Source: an optimization exercise on an open RTL-to-GDS flow (aim: small area, a short achievable clock period and few clock cycles per item). Production flows keep margins and buffers that such runs may drop. The RTL was checked by simulation tests, not by an equivalence proof against the original design. Power figures rest on the tool's default switching activity, not on a simulated workload.

## flow/run.sh

```bash
#!/bin/bash
# synth_recipe.tcl (not shown) runs the flow's synth.tcl, then flattens the netlist and writes it again
# the make line also repeats each setting of config.mk as NAME=value (left out here)
make -C /OpenROAD-flow-scripts/flow DESIGN_CONFIG=/design/flow/config.mk WORK_HOME=/design/flow/orfs CLKGATE_MAP_FILE= SYNTH_SCRIPT=/design/flow/synth_recipe.tcl finish
```

## flow/config.mk

```make
export PLATFORM = sky130hd
export DESIGN_NAME = page_frame_replacement
export DESIGN_NICKNAME = page_frame_replacement
export VERILOG_FILES = /design/flow/design.v
export SDC_FILE = /design/flow/constraint.sdc
export NUM_CORES = 4
export LEC_CHECK = 0
export CAP_MARGIN = 20
export CORE_MARGIN = 2
export CORE_UTILIZATION = 40
export SLEW_MARGIN = 20
```

## flow/constraint.sdc

```tcl
create_clock -name core_clock -period 8.0 [get_ports {clk}]
set_input_delay 1.6000 -clock core_clock [delete_from_list [all_inputs] [get_ports {clk}]]
set_output_delay 1.6000 -clock core_clock [all_outputs]
set_load 0.01 [all_outputs]
```

## flow/design.v

```verilog
`default_nettype none
package pfr_pkg;
  localparam int Frames = 16;
  localparam int PageShift = 12;
  localparam int StampBits = 32;
  localparam int AddrBits = 32;
  localparam int PageBits = AddrBits - PageShift;
  localparam int IdxBits = $clog2(Frames);
  localparam int CntBits = $clog2(Frames + 1);
  localparam int FrameOutBits = 4;
  localparam int VictimBits = 20;
  localparam int CfgBits = 5;
  localparam logic CfgPolicy = 1'b0;
  localparam logic CfgFrames = 1'b1;
  localparam logic PolLru = 1'b0;
  localparam logic PolClock = 1'b1;
  typedef struct packed {
    logic [PageBits-1:0]  page;
    logic [IdxBits-1:0]   sel;
    logic                 wr_en;    
    logic                 touch;    
    logic                 set_dirty;
    logic                 clr_ref;   
    logic [StampBits-1:0] stamp;
  } cell_ctl_t;
  typedef struct packed {
    logic                 valid;
    logic                 match;
    logic                 refd;
    logic                 dirty;
    logic [PageBits-1:0]  page;
    logic [StampBits-1:0] stamp;
  } cell_stat_t;
endpackage
`default_nettype wire
`default_nettype none
import pfr_pkg::*;
module pfr_cell (
  input  wire                      clk,
  input  wire                      rst_n,
  input  wire  [pfr_pkg::IdxBits-1:0] my_idx,
  input  wire  [pfr_pkg::PageBits-1:0] ctl_page,
  input  wire  [pfr_pkg::IdxBits-1:0] ctl_sel,
  input  wire                      ctl_wr_en,
  input  wire                      ctl_touch,
  input  wire                      ctl_set_dirty,
  input  wire                      ctl_clr_ref,
  input  wire  [pfr_pkg::StampBits-1:0] ctl_stamp,
  output logic                     stat_valid,
  output logic                     stat_match,
  output logic                     stat_refd,
  output logic                     stat_dirty,
  output logic [pfr_pkg::PageBits-1:0] stat_page,
  output logic [pfr_pkg::StampBits-1:0] stat_stamp
);
  logic                 valid_r, dirty_r, ref_r;
  logic [PageBits-1:0]  page_r;
  logic [StampBits-1:0] stamp_r;
  logic                 me;
  assign me = (ctl_sel == my_idx);
  always_ff @(posedge clk) begin
    if (!rst_n) begin
      valid_r <= 1'b0;
      dirty_r <= 1'b0;
      ref_r   <= 1'b0;
    end else if (me) begin
      if (ctl_wr_en) begin
        valid_r <= 1'b1;
        dirty_r <= ctl_set_dirty;
        ref_r   <= 1'b1;
      end else if (ctl_touch) begin
        ref_r <= 1'b1;
        if (ctl_set_dirty) dirty_r <= 1'b1;
      end else if (ctl_clr_ref) begin
        ref_r <= 1'b0;
      end
    end
  end
  always_ff @(posedge clk) begin
    if (me && ctl_wr_en) page_r <= ctl_page;
    if (me && (ctl_wr_en || ctl_touch)) stamp_r <= ctl_stamp;
  end
  assign stat_valid = valid_r;
  assign stat_match = valid_r && (page_r == ctl_page);
  assign stat_refd  = ref_r;
  assign stat_dirty = dirty_r;
  assign stat_page  = page_r;
  assign stat_stamp = stamp_r;
endmodule
`default_nettype wire
`default_nettype none
import pfr_pkg::*;
module page_frame_replacement (
  input  wire                          clk,
  input  wire                          rst_n,
  input  wire                          start,
  output logic                         busy,
  input  wire  [pfr_pkg::AddrBits-1:0] in_virtual_address,
  input  wire                          in_is_write,
  output logic                         out_valid,
  output logic                         out_hit,
  output logic [3:0]                   out_frame,
  output logic                         out_evicted,
  output logic [19:0]                  out_victim_page,
  output logic                         out_victim_dirty,
  input  wire                          cfg_we,
  input  wire                          cfg_index,
  input  wire  [pfr_pkg::CfgBits-1:0]  cfg_data
);
  typedef enum logic [3:0] {
    S_IDLE = 4'b0001, S_LOOK = 4'b0010, S_WALK = 4'b0100, S_DONE = 4'b1000
  } state_t;
  state_t state_r, state_nxt;
  logic policy_r;
  logic [CntBits-1:0] nfr_r;
  logic [StampBits-1:0] acc_r;
  logic [IdxBits-1:0] hand_r, cur_r, best_r;
  logic [PageBits-1:0] page_r;
  logic wr_r;
  logic [StampBits-1:0] best_stamp_r;
  pfr_pkg::cell_ctl_t ctl;
  logic [Frames-1:0] st_valid, st_match, st_refd, st_dirty;
  logic [PageBits-1:0] st_page [Frames];
  logic [StampBits-1:0] st_stamp [Frames];
  logic [CntBits-1:0] n;
  always_comb begin
    if (nfr_r == '0) n = CntBits'(1);
    else if (nfr_r > CntBits'(Frames)) n = CntBits'(Frames);
    else n = nfr_r;
  end
  for (genvar g = 0; g < Frames; g++) begin : g_cell
    pfr_cell u_cell (.clk(clk), .rst_n(rst_n), .my_idx(IdxBits'(g)),
                     .ctl_page(ctl.page), .ctl_sel(ctl.sel), .ctl_wr_en(ctl.wr_en),
                     .ctl_touch(ctl.touch), .ctl_set_dirty(ctl.set_dirty),
                     .ctl_clr_ref(ctl.clr_ref), .ctl_stamp(ctl.stamp),
                     .stat_valid(st_valid[g]), .stat_match(st_match[g]),
                     .stat_refd(st_refd[g]), .stat_dirty(st_dirty[g]),
                     .stat_page(st_page[g]), .stat_stamp(st_stamp[g]));
  end
  logic hit_f, free_f;
  logic [IdxBits-1:0] hit_i, free_i;
  always_comb begin
    hit_f = 1'b0; free_f = 1'b0; hit_i = '0; free_i = '0;
    for (int i = Frames - 1; i >= 0; i--) begin
      if (CntBits'(i) < n) begin
        if (st_match[i]) begin hit_f = 1'b1; hit_i = IdxBits'(i); end
        if (!st_valid[i]) begin free_f = 1'b1; free_i = IdxBits'(i); end
      end
    end
  end
  logic [IdxBits-1:0] cur_inc, last;
  logic cur_last;
  assign last = IdxBits'(n - CntBits'(1));
  assign cur_last = (cur_r == last);
  assign cur_inc = cur_last ? '0 : cur_r + IdxBits'(1);
  logic [StampBits-1:0] acc_inc;
  assign acc_inc = (acc_r == '1) ? acc_r : acc_r + StampBits'(1);
  assign busy = (state_r != S_IDLE);
  always_comb begin
    state_nxt = state_r;
    ctl = '0;
    ctl.page = page_r;
    ctl.stamp = acc_r;
    ctl.set_dirty = wr_r;
    ctl.sel = cur_r;
    unique case (state_r)
      S_IDLE: if (start) state_nxt = S_LOOK;
      S_LOOK: begin
        if (hit_f) begin
          ctl.sel = hit_i; ctl.touch = 1'b1; state_nxt = S_DONE;
        end else if (free_f) begin
          ctl.sel = free_i; ctl.wr_en = 1'b1; state_nxt = S_DONE;
        end else begin
          state_nxt = S_WALK;
        end
      end
      S_WALK: begin
        if (policy_r == PolClock) begin
          if (st_refd[cur_r]) ctl.clr_ref = 1'b1;
          else begin ctl.wr_en = 1'b1; state_nxt = S_DONE; end
        end else if (cur_last) begin
          ctl.wr_en = 1'b1; state_nxt = S_DONE;
          if (st_stamp[cur_r] >= best_stamp_r && cur_r != '0) ctl.sel = best_r;
        end
      end
      S_DONE: state_nxt = S_IDLE;
      default: state_nxt = S_IDLE;
    endcase
  end
  always_ff @(posedge clk) begin
    if (!rst_n) begin
      state_r <= S_IDLE; policy_r <= PolLru; nfr_r <= CntBits'(Frames);
      acc_r <= '0; hand_r <= '0; out_valid <= 1'b0;
    end else begin
      state_r <= state_nxt;
      out_valid <= (state_r == S_DONE);
      if (cfg_we && state_r == S_IDLE) begin
        if (cfg_index == CfgPolicy) policy_r <= cfg_data[0];
        else nfr_r <= cfg_data;
      end
      if (ctl.wr_en || ctl.touch) acc_r <= acc_inc;
      if (state_r == S_LOOK && !hit_f && !free_f)
        cur_r <= (policy_r == PolClock) ? ((CntBits'(hand_r) >= n) ? '0 : hand_r) : '0;
      if (state_r == S_WALK) begin
        if (policy_r == PolClock) begin
          cur_r <= cur_inc;
          if (ctl.wr_en) hand_r <= cur_inc;
        end else begin
          cur_r <= cur_inc;
          if (cur_r == '0 || st_stamp[cur_r] < best_stamp_r) begin
            best_r <= cur_r; best_stamp_r <= st_stamp[cur_r];
          end
        end
      end
    end
  end
  always_ff @(posedge clk) begin
    if (state_r == S_IDLE && start) begin
      page_r <= in_virtual_address[AddrBits-1:PageShift];
      wr_r <= in_is_write;
    end
    if (ctl.wr_en || ctl.touch) begin
      out_hit <= ctl.touch;
      out_frame <= FrameOutBits'(ctl.sel);
      out_evicted <= (state_r == S_WALK);
      out_victim_page <= (state_r == S_WALK) ? VictimBits'(st_page[ctl.sel]) : '0;
      out_victim_dirty <= (state_r == S_WALK) && st_dirty[ctl.sel];
    end
  end
endmodule
`default_nettype wire
```

==> impl_metrics.json <==
{
  "hold_class": "flip-flop to flip-flop",
  "whs_ns": 0.484,
  "overflow": 0,
  "hpwl_mm": 101,
  "setup_viol": 0,
  "finalCritPeriodShare": 0.935,
  "cap_violations": 0,
  "root_buffer": "clkbuf_16",
  "final.fill_count": 9730,
  "irDropWorstVdd_mv": 0.180,
  "cts_tree": "built",
  "final-hold-violation-count": 0,
  "viasPerCell": 6.05,
  "max_clock_freq_mhz": 134,
  "drtIter0Drc": 3887,
  "synth_area_um2": 44400,
  "ioPinCount": 72,
  "hold_buffers": 0,
  "dr_total_vias": 29800,
  "grt_pass1_vias": 28200,
  "end_kind": "flip-flop",
  "cp-start-kind": "flip-flop",
  "ys_seq_area_frac": 0.664,
  "place.port_buffers": 59,
  "final_cell_mix": "920 x edfxtp_1, 187 x xor2_1, 177 x nand2_1, 166 x xnor2_1, 150 x buf_4",
  "slew_violations": 0,
  "async_reset_ff_frac": 0,
  "rows": 122,
  "synth_fp_nets": 3275,
  "power-per-cell-area_nw_per_um2": 221,
  "clockBufferDepth": 3,
  "final_common_cell": "edfxtp_1",
  "layout.cells.non_filler": 4931,
  "die_w_um": 337,
  "die_y_um": 337,
  "core_um2": 110000,
  "track_usage": 0.262,
  "finalWirelength_mm": 151,
  "routedWlPerCell_um": 30.7,
  "grt_max_degree": 49,
  "ys.flop_type": "edfxtp_1",
  "ys_warn_count": 4,
  "clk_pin_slew_ns": 0.06,
  "timing_worst_setup_path_type": "flip-flop to flip-flop",
  "die_area_um2": 114000,
  "synth.avg_cell_area_um2": 13.9,
  "crit_required_ns": 8.42,
  "cts_made_buffers": 105,
  "drc": 0,
  "power_mw": 11.3,
  "multi_input_area_um2": 13800,
  "drt_first_pass_iters": 6,
  "dp_cells": 4732,
  "tightest_slew_ns": 1.36,
  "area_growth_pct": 15.5,
  "rsz0062_at_grt": "false",
  "num_antenna_cells": 0,
  "period_minus_slack_ns": 7.48,
  "initial_utilization": 0.403,
  "gp_congestion": 1.00,
  "grt_pass1_wl_mm": 212,
  "crit_arrival_ns": 7.90,
  "slew_headroom": 0.0838,
  "seq_area_um2": 29500,
  "syn_inst": 3190,
  "fin_nets": 3437,
  "clock_skew_ns": 0.0370,
  "status": "complete, no violations",
  "cellLeakagePower_nw": 16.5,
  "drive_gt1_frac": 0.130,
  "crit_fanout": 17,
  "setup_tns_ns": 0,
  "antenna_found_initial": 6,
  "h-tree-depth": 3,
  "clk_latency_ns": 0.73,
  "ant_nets": 0,
  "clock-sinks": 1015,
  "ys_seq_elements": 1015,
  "synth-edff-count": 920,
  "synth_cell_types": 96
}
-- critical path, cell delays in order (launching register included) --
cell and delay (ns):
edfxtp_1 0.39, buf_4 0.21, ha_1 0.35, and3_2 0.48, a222oi_1 0.39, and3_1 0.21, a41oi_1 0.16, ha_1 0.38
nand4_1 0.13, nor3_1 0.55, nand2_1 0.34, o311ai_0 0.42, buf_4 0.22, nor2_1 0.07, o21a_1 0.22, a31oi_1 0.26
o2111ai_4 0.37, buf_4 0.38, nand2b_1 0.21, nor3_2 0.45, buf_4 0.21, nand2_1 0.07, inv_2 0.43, buf_12 0.23
-- sequential cells by signal (all words and copies together), names as in the netlist, 4 cells and up --
| signal | flops |
|---|---|
| g_cell.u_cell.valid_r | 16 |
| acc_r | 32 |
| g_cell.u_cell.ref_r | 16 |
| g_cell.u_cell.stamp_r | 512 |
| page_r | 20 |
| g_cell.u_cell.dirty_r | 16 |
| state_r | 4 |
| out_victim_page | 20 |
| hand_r | 4 |
| best_r | 4 |
| cur_r | 4 |
| g_cell.u_cell.page_r | 320 |
| nfr_r | 5 |
| out_frame | 4 |
| best_stamp_r | 32 |
-- what timing repair did --
item / in CTS / in global routing
setup endpoints to repair: 0 / 22
resized for setup: 0 / 5
endpoints found under the hold margin: 0 / 0
setup buffers: 0 / 0
-- cell families (layout without fill, tap and decap cells) --
logic type,count (synthesis),after routing,share of synthesized area
compound gates,648,648,0.109
xor+xnor,353,353,0.0696
fa+ha+maj,42,42,0.0118
buf+inv,253,506,0.0273
flops,1015,1015,0.664
mux,74,74,0.0202
simple gates,805,805,0.0974
-- worst paths after layout --
path	start	to	slack (ns)	depth (start not counted)
setup / recovery	cur_r[0]	g_cell[8].u_cell.stamp_r[10]	0.52	23
hold / removal	g_cell[4].u_cell.ref_r	g_cell[4].u_cell.ref_r	0.48	2
setup reg to reg	cur_r[0]	g_cell[8].u_cell.stamp_r[10]	0.52	23
hold reg to reg	g_cell[4].u_cell.ref_r	g_cell[4].u_cell.ref_r	0.48	2
-- cells in the mapped netlist (10+ instances only) --
cell	instances	area [µm²]
a211oi_1	11	82.6
a21boi_0	32	240
a21o_1	14	105
a21oi_1	79	395
a221oi_1	57	499
a222oi_1	26	260
a22o_1	68	596
a22oi_1	119	893
a31oi_1	23	144
a32o_1	18	180
a41oi_1	23	201
and2_1	47	294
and3_1	49	307
buf_1	13	48.8
buf_2	38	190
buf_4	15	113
buf_6	21	236
clkbuf_1	94	353
dfxtp_1	95	1900
edfxtp_1	920	27600
ha_1	42	526
inv_1	68	255
mux2_2	14	158
mux2i_1	49	490
mux4_2	11	248
nand2_1	178	668
nand2b_1	18	113
nand3_1	69	345
nand4_1	80	500
nand4b_1	10	87.6
nor2_1	131	492
nor2b_1	26	163
nor3_1	39	195
nor4_1	72	450
nor4b_1	10	87.6
o21a_1	30	225
o21ai_0	71	355
or4_1	16	120
xnor2_1	166	1450
xor2_1	187	1640
-- metal layers --
layer	track usage	share of wire	vias up	wire [µm]
met2	0.408	0.45	1612	68100
met5	0	0.00027	-	41
met3	0.0498	0.093	348	14000
met1	0.357	0.40	15100	61100
li1	-	-	12700	-
met4	0.120	0.052	6	7870
-- through the flow --
step,cell area [µm²],util,setup slack [ns]
final,51300,0.465,0.518
after CTS,51300,0.465,0.254
after global routing,51300,0.465,0.240
after global placement,47700,0.432,0.405
after detailed placement,47700,0.432,0.313
after floorplan,44400,-,0.750
-- power breakdown --
| part | internal, mW | switching [mW] |
|---|---|---|
| clock | 2.89 | 2.15 |
| sequential | 5.77 | 0.0398 |
| combinational | 0.155 | 0.327 |
| total | 8.81 | 2.52 |
-- layout make-up --
cell class,instances,area share
Clock buffer,142,0.0565
Clock inverter,56,0.0130
Inverter,72,0.00527
Multi-Input combinational cell,1922,0.270
Sequential cell,1015,0.575
Tap cell,1488,0.0363
Timing Repair Buffer,236,0.0439
Testbench counts, summed over its fixed seeds: cycles 262,111, items 48,000.

## port drivers added, routing unchanged
Ports are ideal in the flow. The routed layout listed here was re-timed in OpenROAD.
Step 1 assumes that a clkbuf_16 drives the clock port and a buf_2 every other input.
Step 2 times the ports against the registers' clock, not the clock port: input delays grow and output delays shrink by t, the midpoint of the rising clock arrivals with the driver on.
Three values: no drivers, after step 1, after step 2; two values: the first two.
shift t [ns]: 0.792
setup WS [ns]: 0.518 / 0.518 / 0.518
worst hold slack (ns): 0.484 / 0.484 / 0.484
latest minus earliest clock arrival (ns): 0.037 / 0.037
After both steps setup and hold are still met in this run. For this run, drivers alone change the setup slack by 0.000 ns; drivers and shift together by 0.000 ns.
